What follows belongs to an exercise in optimizing a design on an open flow for small area, a short achievable clock period and few clock cycles per item; a production flow would make more cautious choices. Only simulation tests tie the RTL to the original design; equivalence was not proved. Power and IR drop assume default switching activity.

[design/flow/config.mk]
export PLATFORM = sky130hd
export DESIGN_NAME = systolic_dct_1d_param
export DESIGN_NICKNAME = systolic_dct_1d_param
export VERILOG_FILES = /design/flow/design.v
export SDC_FILE = /design/flow/constraint.sdc
export NUM_CORES = 4
export LEC_CHECK = 0
export CAP_MARGIN = 20
export CORE_MARGIN = 2
export CORE_UTILIZATION = 40
export SLEW_MARGIN = 20
[design/flow/constraint.sdc]
create_clock -name core_clock -period 10.0 [get_ports {clk}]
set_input_delay 2.0000 -clock core_clock [delete_from_list [all_inputs] [get_ports {clk}]]
set_output_delay 2.0000 -clock core_clock [all_outputs]
set_load 0.01 [all_outputs]
[design/flow/design.v]
module systolic_dct_1d_param #(
    parameter int N         = 8,
    parameter int DATA_W    = 16,
    parameter int COEF_W    = 16,
    parameter int FRAC_BITS = 14,
    parameter int ACC_W     = DATA_W + COEF_W + $clog2(N),
    parameter int OUT_W     = 32
) (
    input  logic                      clk,
    input  logic                      rst,
    input  logic signed [DATA_W-1:0]  in_data,
    input  logic                      in_valid,
    output logic                      in_ready,
    input  logic                      coef_we,
    input  logic [$clog2(N*N)-1:0]    coef_addr,
    input  logic signed [COEF_W-1:0]  coef_wdata,
    output logic [N*OUT_W-1:0]        out_data,
    output logic                      out_valid,
    input  logic                      out_ready,
    output logic                      done,
    output logic                      busy
);
    localparam int          IW = $clog2(N);
    localparam int          DW = $clog2(N + 1);
    localparam int          AW = $clog2(N * N);
    localparam int unsigned NN = N * N;
    localparam int          WW = ((ACC_W + 1 > OUT_W) ? ACC_W + 1 : OUT_W) + 1;
    typedef enum logic [1:0] {S_ACCEPT, S_DRAIN, S_WAIT} state_t;
    state_t                     state, next_state;
    logic [IW-1:0]              cnt;
    logic [DW-1:0]              dcnt;
    logic signed [DATA_W-1:0]   st_data  [N];
    logic                       st_valid [N];
    logic [IW-1:0]              st_idx   [N];
    logic signed [ACC_W-1:0]    acc      [N];
    logic signed [ACC_W-1:0]    prod     [N];
    logic signed [COEF_W-1:0]   coef     [N*N];
    logic [N*OUT_W-1:0]         scaled;
    logic                       accept, last, drain_done, buf_free, copy;
    function automatic logic [OUT_W-1:0] scale_sat(input logic signed [ACC_W-1:0] a);
        logic signed [WW-1:0] w, rnd, maxv, minv;
        w = {{(WW-ACC_W){a[ACC_W-1]}}, a};
        rnd = '0;
        rnd[FRAC_BITS-1] = 1'b1;
        w = (w + rnd) >>> FRAC_BITS;
        maxv = '0;
        maxv[OUT_W-2:0] = '1;
        minv = ~maxv;
        if (w > maxv)      scale_sat = maxv[OUT_W-1:0];
        else if (w < minv) scale_sat = minv[OUT_W-1:0];
        else               scale_sat = w[OUT_W-1:0];
    endfunction
    assign accept     = in_valid && in_ready;
    assign last       = accept && (cnt == IW'(N - 1));
    assign drain_done = (state == S_DRAIN) && (dcnt == DW'(N));
    assign buf_free   = !out_valid || out_ready;
    assign copy       = (drain_done || state == S_WAIT) && buf_free;
    always_ff @(posedge clk) begin
        if (rst) state <= S_ACCEPT;
        else     state <= next_state;
    end
    always_comb begin
        next_state = state;
        case (state)
            S_ACCEPT: if (last)       next_state = S_DRAIN;
            S_DRAIN:  if (drain_done) next_state = copy ? S_ACCEPT : S_WAIT;
            S_WAIT:   if (copy)       next_state = S_ACCEPT;
            default:                  next_state = S_ACCEPT;
        endcase
    end
    always_comb begin
        in_ready = (state == S_ACCEPT);
        busy     = (state != S_ACCEPT) || (cnt != '0);
    end
    always_ff @(posedge clk) begin
        if (rst) begin
            cnt  <= '0;
            dcnt <= '0;
        end else begin
            if (accept) cnt <= last ? '0 : cnt + IW'(1);
            if (state == S_DRAIN) dcnt <= drain_done ? '0 : dcnt + DW'(1);
            else                  dcnt <= '0;
        end
    end
    always_ff @(posedge clk) begin
        if (rst) begin
            for (int k = 0; k < N; k++) begin
                st_valid[k] <= 1'b0;
                st_data[k]  <= '0;
                st_idx[k]   <= '0;
            end
        end else begin
            st_valid[0] <= accept;
            st_data[0]  <= in_data;
            st_idx[0]   <= cnt;
            for (int k = 1; k < N; k++) begin
                st_valid[k] <= st_valid[k-1];
                st_data[k]  <= st_data[k-1];
                st_idx[k]   <= st_idx[k-1];
            end
        end
    end
    always_comb begin
        for (int k = 0; k < N; k++) begin
            prod[k] = {{(ACC_W-DATA_W){st_data[k][DATA_W-1]}}, st_data[k]}
                    * {{(ACC_W-COEF_W){coef[AW'(k*N) + AW'(st_idx[k])][COEF_W-1]}},
                       coef[AW'(k*N) + AW'(st_idx[k])]};
        end
    end
    always_ff @(posedge clk) begin
        if (rst) begin
            for (int k = 0; k < N; k++) acc[k] <= '0;
        end else begin
            for (int k = 0; k < N; k++) begin
                if (st_valid[k]) acc[k] <= (st_idx[k] == '0) ? prod[k] : acc[k] + prod[k];
            end
        end
    end
    always_ff @(posedge clk) begin
        if (rst) begin
            for (int i = 0; i < N*N; i++) coef[i] <= '0;
        end else if (coef_we && !busy && (32'(coef_addr) < NN)) begin
            coef[coef_addr] <= coef_wdata;
        end
    end
    always_comb begin
        scaled = '0;
        for (int k = 0; k < N; k++) scaled[k*OUT_W +: OUT_W] = scale_sat(acc[k]);
    end
    always_ff @(posedge clk) begin
        if (rst) begin
            out_valid <= 1'b0;
            done      <= 1'b0;
            out_data  <= '0;
        end else begin
            done <= copy;
            if (copy) begin
                out_data  <= scaled;
                out_valid <= 1'b1;
            end else if (out_ready) begin
                out_valid <= 1'b0;
            end
        end
    end
endmodule
[design/flow/run.sh]
#!/bin/bash
# synth_recipe.tcl (not shown) runs the flow's synth.tcl, then flattens the netlist and writes it again
# the make line also repeats each setting of config.mk as NAME=value (left out here)
make -C /OpenROAD-flow-scripts/flow DESIGN_CONFIG=/design/flow/config.mk WORK_HOME=/design/flow/orfs CLKGATE_MAP_FILE= SYNTH_SCRIPT=/design/flow/synth_recipe.tcl finish
==> results.toml <==
[critical_path]
crit_start = "st_idx[5][0]$_SDFF_PP0_"
critPathSlowestCell = "fa_1"
crit_family = "adder cells"
endpoint = "acc[5][34]$_SDFFE_PP0P_"
reg2reg_slack_ps = 370
cp.required_ps = 10830
r2r-start = "st_idx[5][0]$_SDFF_PP0_"
r2r_end = "acc[5][34]$_SDFFE_PP0P_"
cp.depth = 37
r2r_cells = 37
path_max_fanout = 10
crit_path_start_kind = "flip-flop"
critPathMostFrequentCell = "fa_1"
critPathMaxStageDelay_ps = 580
critical_path_class = "flip-flop to flip-flop"
cp_num_buf_inv = 5
end_kind = "flip-flop"
critPathArrivalTime_ps = 10460

[route]
drc = 0
avgViaCountPerCell = 5.088
wl_mm = 419.7
drtAntennaViolNets = 0
routedWlPerCell_um = 18.97
via_count = 112564
drtPass1Iterations = 6
drt-initial-drc-count = 6786

[placed_design]
place_inst = 21705
dp_hpwl_mm = 311.6
gp_congestion = 0.8689
portBuffers = 302

[logic_synthesis]
synth_area_leaders = "fa_1, edfxtp_1, dfxtp_1"
synth_edf_count = 1024
yosysTopAreaCell = "fa_1"
ys_warn_count = 6
syn-mean-instance-area_um2 = 9.992
synth_ff_type = "edfxtp_1"
syn-instance-count = 16374
ys_types = 91
syn_area_um2 = 163600
async_flop_share_pct = 0
synth_top_area_share_pct = 25.74
seq_area_frac_synth_pct = 26.56
synth-seq-cells = 1659
syn-num-nets = 19494

[timing]
fmax_mhz = 103.8
slew_viol_final = 0
skew_ps = 99.29
hold_violations = 0
setup_viol = 0
maxSlewHeadroom_pct = 26.25
fin_crit_sh_pct = 96.31
rsz0062_at_grt = "yes"
layout_min_cycle_time_ps = 9631
tightest_slew_ps = 1103

[cts]
cts_buffer_depth = 4
htree_num_levels = 4
cts_tree = "built"
clkSinkCount = 1659
cts-root-buf = "clkbuf_16"
clk_pin_slew_ps = 60
insertion_delay_ps = 960
cts_buffers = 198

[pwr]
peakVddDrop_mv = 0.1776
power_w = 0.02204
p_per_area_nw_per_um2 = 121.5
p_leak_nw = 80.34

[layout]
final_nets = 19638
final_core_util_pct = 44.59
post_route_cells_drive_above_1_share_pct = 8.198
area_growth_pct = 10.83
final_cells = 22124

[die]
die_h_um = 643.6
die-area_um2 = 414200
io_pins = 303
dieWidth_um = 643.6
core_um2 = 406700
start_util_pct = 40.23
rows = 234

[grt]
grt_overflow_total = 0
grt_pass1_vias = 118016
antenna_found_initial = 10
grt_pass1_wl_mm = 671.6
gr-usage-all-layers_pct = 20.37
grt_max_degree = 126

[worst_hold_path]
min_path_type = "flip-flop to flip-flop"

[outcome]
status = "finished clean"

[job]
drv_cap = 0
## worst min-delay path by stage
stage               slack (ps)                    endpoint  cells past startpoint                  startpoint
floorplan                  430          dcnt[0]$_SDFF_PP0_                      1          dcnt[0]$_SDFF_PP0_
global placement           440    out_data[0]$_SDFFE_PP0P_                      2    out_data[0]$_SDFFE_PP0P_
detailed placement         450   out_data[96]$_SDFFE_PP0P_                      2   out_data[96]$_SDFFE_PP0P_
CTS                        460   out_data[96]$_SDFFE_PP0P_                      2   out_data[96]$_SDFFE_PP0P_
global route               480  out_data[224]$_SDFFE_PP0P_                      2  out_data[224]$_SDFFE_PP0P_
finish                     450   out_data[64]$_SDFFE_PP0P_                      2   out_data[64]$_SDFFE_PP0P_
## Yosys cell counts, types with 258 or more instances
library cell	instances
inv_1	2505
fa_1	2104
nand2_1	1391
and2_1	1355
edfxtp_1	1024
ha_1	973
nor2_1	890
nor2b_1	862
clkbuf_1	717
dfxtp_1	635
a21oi_1	468
xnor2_1	413
o21ai_0	356
a211oi_1	271
mux4_2	258
## registers in the layout, summed over array words and instances, names as in the netlist
register,count
coef,1024
acc,280
out_data,184
st_data,128
st_idx,24
st_valid,8
dcnt,4
cnt,3
state,2
done,1
out_valid,1
## worst register-to-register path, delay by kind of cell, from the launching register on
family | cells | cell delay (ps)
adder cells (fa/ha/maj) | 8 | 3320
multiplexers | 3 | 1470
flip-flops | 1 | 370
XOR/XNOR | 1 | 100
AND/OR/NAND/NOR | 6 | 1220
buffers and inverters | 5 | 490
AO/OA/AOI/OAI | 14 | 2590
## cells in the final DEF, fill, tap and decap left out, types with 50 or more instances in the layout
| cell type | instances |
|---|---|
| buf_4 | 452 |
| mux4_2 | 258 |
| clkbuf_16 | 201 |
| mux2_2 | 66 |
| and3_1 | 107 |
| ha_1 | 970 |
| nor2_1 | 858 |
| a211oi_1 | 264 |
| nor2b_1 | 861 |
| o21ai_1 | 73 |
| edfxtp_1 | 1024 |
| mux2i_1 | 90 |
| nand2b_1 | 188 |
| a21oi_1 | 460 |
| inv_1 | 2504 |
| clkdlybuf4s50_1 | 285 |
| nand2_1 | 1391 |
| a21o_1 | 208 |
| a311oi_1 | 134 |
| or2_2 | 50 |
| o21bai_1 | 64 |
| fa_1 | 2104 |
| nand3_1 | 174 |
| dfxtp_1 | 616 |
| o21ai_0 | 282 |
| xor2_1 | 216 |
| nor3_1 | 148 |
| xnor2_1 | 411 |
| o21a_1 | 87 |
| and2_1 | 1355 |
## per-layer routing
metal  wire [um]  part of all wire [%]  vias to the layer above  GRT usage, %
met1      183600                    44                    56921         26.90
met3       18490                   4.4                      476         2.303
met4       10390                   2.5                        8         4.835
met2      207200                    49                     2146         35.68
li1            -                     -                    53013             -
met5          39                0.0093                        -             0
## what timing repair did
action / in CTS / in global routing
hold buffers: 0 / 0
setup endpoints to repair: 1 / 30
resized for setup: 1 / 81
endpoints found under the hold margin: 0 / 0
setup buffers: 0 / 39
pin swaps: 0 / 18
## through the flow
stage | TNS, ps | worst slack, ps | hold WS (ps) | instance area, um2
final | 0 | 368.6 | 453.4 | 181300
after global routing | -179.3 | -80.40 | 482.4 | 181300
after CTS | 0 | 21.99 | 456.5 | 180600
after detailed placement | 0 | 41.43 | 448.7 | 173800
after global placement | 0 | 135.7 | 444.8 | 173700
after floorplan | -118.0 | -118.0 | 429.7 | 163600
## cell type report
class                      instances  area (um2)
sequential                      1659       43490
fill                           38321      225300
timing repair buffer             793        7069
clock inverter                   107        1292
tap                             5428        6792
antenna                            8       20.02
inverter                        2506        9409
clock buffer                     263        5538
multi-input combinational      11360      107700
## cells by family (layout without fill, tap and decap cells)
| group | after synthesis | in the layout | share of synthesized area, % |
|---|---|---|---|
| buffers and inverters | 3355 | 3669 | 7.862 |
| AND/OR/NAND/NOR | 5324 | 5324 | 16.67 |
| AO/OA/AOI/OAI | 1900 | 1900 | 7.692 |
| adder cells (fa/ha/maj) | 3077 | 3077 | 33.19 |
| other | 0 | 8 | 0 |
| flip-flops | 1659 | 1659 | 26.56 |
| XOR/XNOR | 632 | 632 | 3.383 |
| multiplexers | 427 | 427 | 4.644 |
## report_power, final
group          internal, W  switching [W]  leakage [nW]
clock network      0.00439        0.00324          3.32
logic              0.00282        0.00398          61.2
registers          0.00745       0.000166          15.8
total               0.0147        0.00738          80.3
Testbench counts, summed over its fixed seeds: cycles 6,536, blocks 384.

-- re-timing with driven ports --
No port has a modelled driver above. Below, the same layout with a new extraction and two added sets of constraints. Step 1 sets driving cells, clkbuf_16 on the clock port and buf_2 on the other inputs (assumed; they add their load-dependent delay and slew). Step 2 moves the port delays by t, midway between the first and last clock arrival at a register: inputs arrive t later, outputs are due t later. That takes back most of the time a late clock gives input paths. a / b / c = ideal / step 1 / step 2; a / b = the first two.
t, ns: 1.017
setup slack, ns: 0.369 / 0.369 / 0.369
worst setup path after step 2: register to register
worst data-port slew with drivers (ns): 0.10
After both steps setup and hold are still met in this run. For this run, drivers alone change the setup slack by 0.000 ns; drivers and shift together by 0.000 ns.
